Source: an optimization exercise on an open RTL-to-GDS flow (aim: small area and a short achievable clock period). Production flows keep margins and buffers that such runs may drop.
In this exercise RTL edits were held to simulation tests only and were not proved equivalent to the original.
Power and IR drop assume default switching activity.

==> flow/design.v <==
module coef_grad_bank #(
  parameter int NC    = 99,
  parameter int N     = 16,
  parameter int G     = 4,
  parameter int LR_SH = 3
) (
  input  logic            clk,
  input  logic            rst,
  input  logic [NC-1:0]   bp_we,
  input  logic            dtb,
  input  logic [NC*N-1:0] grad_in,
  output logic [N-1:0]    bus_out,
  output logic            bus_en,
  output logic [15:0]     samples,
  output logic            save_done,
  output logic            onehot_err
);
  localparam int A = N + G;
  localparam logic [A-1:0] CBM = A'((1 << 4) | (1 << 8) | (1 << 12) | (1 << 16));
  logic any_we, many_we, one_hot;
  always_comb begin
    logic [127:0] an, mn;
    an = '0; mn = '0;
    an[NC-1:0] = bp_we;
    for (int w = 64; w >= 1; w = w / 2) begin
      for (int i = 0; i < w; i++) begin
        mn[i] = mn[2*i] | mn[2*i+1] | (an[2*i] & an[2*i+1]);
        an[i] = an[2*i] | an[2*i+1];
      end
    end
    any_we  = an[0];
    many_we = mn[0];
  end
  assign one_hot = any_we & ~many_we;
  logic [A-1:0]  nsq [NC];   
  logic [A-1:0]  ncq [NC];   
  logic [NC-1:0] nvq;        
  for (genvar k = 0; k < NC; k++) begin : g_acc
    logic [A-1:0] ns_q, nc_q;
    logic         nv_q;
    logic [A-1:0] na, nb, nc, nsum, ncy;
    assign na = ns_q | {A{nv_q}};
    assign nb = ~({{G{grad_in[k*N+N-1]}}, grad_in[k*N +: N]} & {A{bp_we[k] & ~dtb}});
    always_comb begin
      for (int i = 0; i < A; i++) begin
        if (i == 0)      nc[i] = 1'b1;
        else if (CBM[i]) nc[i] = nc_q[i] | nv_q;
        else             nc[i] = ncy[i-1];
        nsum[i] = na[i] ^ nb[i] ^ nc[i];
        ncy[i]  = (na[i] & nb[i]) | (na[i] & nc[i]) | (nb[i] & nc[i]);
      end
    end
    always_ff @(posedge clk) begin
      ns_q <= nsum;
      for (int i = 1; i < A; i++)
        if (CBM[i]) nc_q[i] <= ncy[i-1];
    end
    always_ff @(posedge clk or negedge rst) begin
      if (!rst) nv_q <= 1'b1;
      else      nv_q <= dtb & bp_we[k] & one_hot;
    end
    assign nsq[k] = ns_q;
    assign ncq[k] = nc_q | ~CBM;
    assign nvq[k] = nv_q;
  end
  logic [A-1:0] rs, rc;
  logic         rv;
  always_comb begin
    rs = '0;
    rc = '0;
    for (int k = 0; k < NC; k++) begin
      rs = rs | (~nsq[k] & {A{bp_we[k]}});
      rc = rc | (~ncq[k] & {A{bp_we[k]}});
    end
  end
  assign rv = |(~nvq & bp_we);
  logic [A-1:0] val;
  logic [N-1:0] rd_val;
  assign val = rs + (rc & CBM);
  always_comb begin
    if (val[A-1] == val[A-2])
      rd_val = val[A-2:LR_SH];
    else if (val[A-1])
      rd_val = {1'b1, {(N-1){1'b0}}};
    else
      rd_val = {1'b0, {(N-1){1'b1}}};
  end
  always_ff @(posedge clk or negedge rst) begin
    if (!rst) begin
      bus_out    <= '0;
      bus_en     <= 1'b0;
      samples    <= '0;
      save_done  <= 1'b0;
      onehot_err <= 1'b0;
    end else begin
      bus_en    <= dtb & one_hot;
      save_done <= dtb & one_hot & bp_we[NC-1];
      if (!dtb) begin
        if (any_we && samples != 16'hFFFF)
          samples <= samples + 16'd1;
      end else if (any_we) begin
        bus_out <= (rv & ~many_we) ? rd_val : '0;
        if (many_we)
          onehot_err <= 1'b1;
        else if (bp_we[NC-1])
          samples <= '0;
      end
    end
  end
endmodule
clock: 10.5 ns
lec_check: 0
cap_margin: 40
cell_pad_in_sites_detail_placement: 1
cell_pad_in_sites_global_placement: 1
core_margin: 2
core_utilization: 35
cts_cluster_diameter: 80
cts_cluster_size: 24
place_density: 0.5
setup_slack_margin: 5.0
slew_margin: 50
standard.sh (not shown) runs the stock make flow with config.mk's settings and CLKGATE_MAP_FILE= SYNTH_SCRIPT=/design/flow/synth_recipe.tcl, a recipe that flattens the netlist after the stock synthesis.
==> flow/flow/run.sh <==
#!/bin/bash
export PRE_GLOBAL_PLACE_TCL=$PWD/flow/pre_global_place.tcl
bash standard.sh > standard_flow.log 2>&1
st=$?
tail -40 standard_flow.log
exit $st
==> flow/flow/pre_global_place.tcl <==
# Make the buffer_ports call in global_place.tcl use the smallest buffer.
if { [info procs my_orig_buffer_ports] eq "" } {
  rename buffer_ports my_orig_buffer_ports
  proc buffer_ports { args } {
    my_orig_buffer_ports -buffer_cell sky130_fd_sc_hd__buf_1 {*}$args
  }
}
Change:
--- a/flow/design.v
+++ b/flow/design.v
@@ -15,9 +15,9 @@
   output logic            save_done,
   output logic            onehot_err
 );
   localparam int A = N + G;
-  localparam logic [A-1:0] CBM = A'((1 << 4) | (1 << 8) | (1 << 12) | (1 << 16));
+  localparam logic [A-1:0] CBM = A'((1 << 5) | (1 << 10) | (1 << 15));
   logic any_we, many_we, one_hot;
   always_comb begin
     logic [127:0] an, mn;
     an = '0; mn = '0;
@@ -31,8 +31,10 @@
     any_we  = an[0];
     many_we = mn[0];
   end
   assign one_hot = any_we & ~many_we;
+  logic last_only;
+  assign last_only = bp_we[NC-1] & ~|bp_we[NC-2:0];
   logic [A-1:0]  nsq [NC];   
   logic [A-1:0]  ncq [NC];   
   logic [NC-1:0] nvq;        
   for (genvar k = 0; k < NC; k++) begin : g_acc
@@ -62,19 +64,23 @@
     assign nsq[k] = ns_q;
     assign ncq[k] = nc_q | ~CBM;
     assign nvq[k] = nv_q;
   end
-  logic [A-1:0] rs, rc;
-  logic         rv;
+  logic [A-1:0] rns, rnc, rs, rc;
+  logic         rnv, rv;
   always_comb begin
-    rs = '0;
-    rc = '0;
+    rns = '0;
+    rnc = '0;
+    rnv = 1'b0;
     for (int k = 0; k < NC; k++) begin
-      rs = rs | (~nsq[k] & {A{bp_we[k]}});
-      rc = rc | (~ncq[k] & {A{bp_we[k]}});
+      rns = rns | (nsq[k] & {A{bp_we[k]}});
+      rnc = rnc | (ncq[k] & {A{bp_we[k]}});
+      rnv = rnv | (nvq[k] & bp_we[k]);
     end
   end
-  assign rv = |(~nvq & bp_we);
+  assign rs = ~rns;
+  assign rc = ~rnc;
+  assign rv = ~rnv;
   logic [A-1:0] val;
   logic [N-1:0] rd_val;
   assign val = rs + (rc & CBM);
   always_comb begin
@@ -93,18 +99,20 @@
       save_done  <= 1'b0;
       onehot_err <= 1'b0;
     end else begin
       bus_en    <= dtb & one_hot;
-      save_done <= dtb & one_hot & bp_we[NC-1];
+      save_done <= dtb & last_only;
       if (!dtb) begin
         if (any_we && samples != 16'hFFFF)
           samples <= samples + 16'd1;
-      end else if (any_we) begin
-        bus_out <= (rv & ~many_we) ? rd_val : '0;
-        if (many_we)
-          onehot_err <= 1'b1;
-        else if (bp_we[NC-1])
+      end else begin
+        if (last_only)
           samples <= '0;
+        if (any_we) begin
+          bus_out <= (rv & ~many_we) ? rd_val : '0;
+          if (many_we)
+            onehot_err <= 1'b1;
+        end
       end
     end
   end
 endmodule
Result: Clock-buffer cell count goes up by 4. First-iteration DRC count falls by about 17%. Die area goes down by 2.5%. Sequential share of layout area barely changes. Synthesized area falls by 2.6%. Synthesized cell count fell by 6.0%. Critical path depth shrinks by 4. Global-route usage is lower by 6.5 points. Combinational power went down by 18%. Cell count decreases by 6.0%.

==> static timing again, ports no longer ideal <==
How much do the figures lean on ideal ports? The routed layouts below were timed once more, with nothing changed but the port constraints. Step 1 (the two cells are an assumption about what drives the block):
set clk [get_ports {clk}]
set_driving_cell -lib_cell sky130_fd_sc_hd__clkbuf_16 $clk
set_driving_cell -lib_cell sky130_fd_sc_hd__buf_2 [delete_from_list [all_inputs] $clk]
Step 2 times the ports against the registers' clock, not the clock port: input delays grow and output delays shrink by t, the midpoint of the rising clock arrivals with the driver on. Three values: ideal, step 1, step 2; two values: the first two.
run	shift t [ns]	setup slack, ns	clock arrival spread, ns
the first run	1.108	4.611 / 4.709 / 3.601	0.074 / 0.074
the second run	1.056	4.664 / 4.758 / 3.702	0.083 / 0.082
After both steps setup and hold are still met in every run listed. For the first run, which loses most, drivers alone change the setup slack by +0.098 ns; drivers and shift together by -1.010 ns.
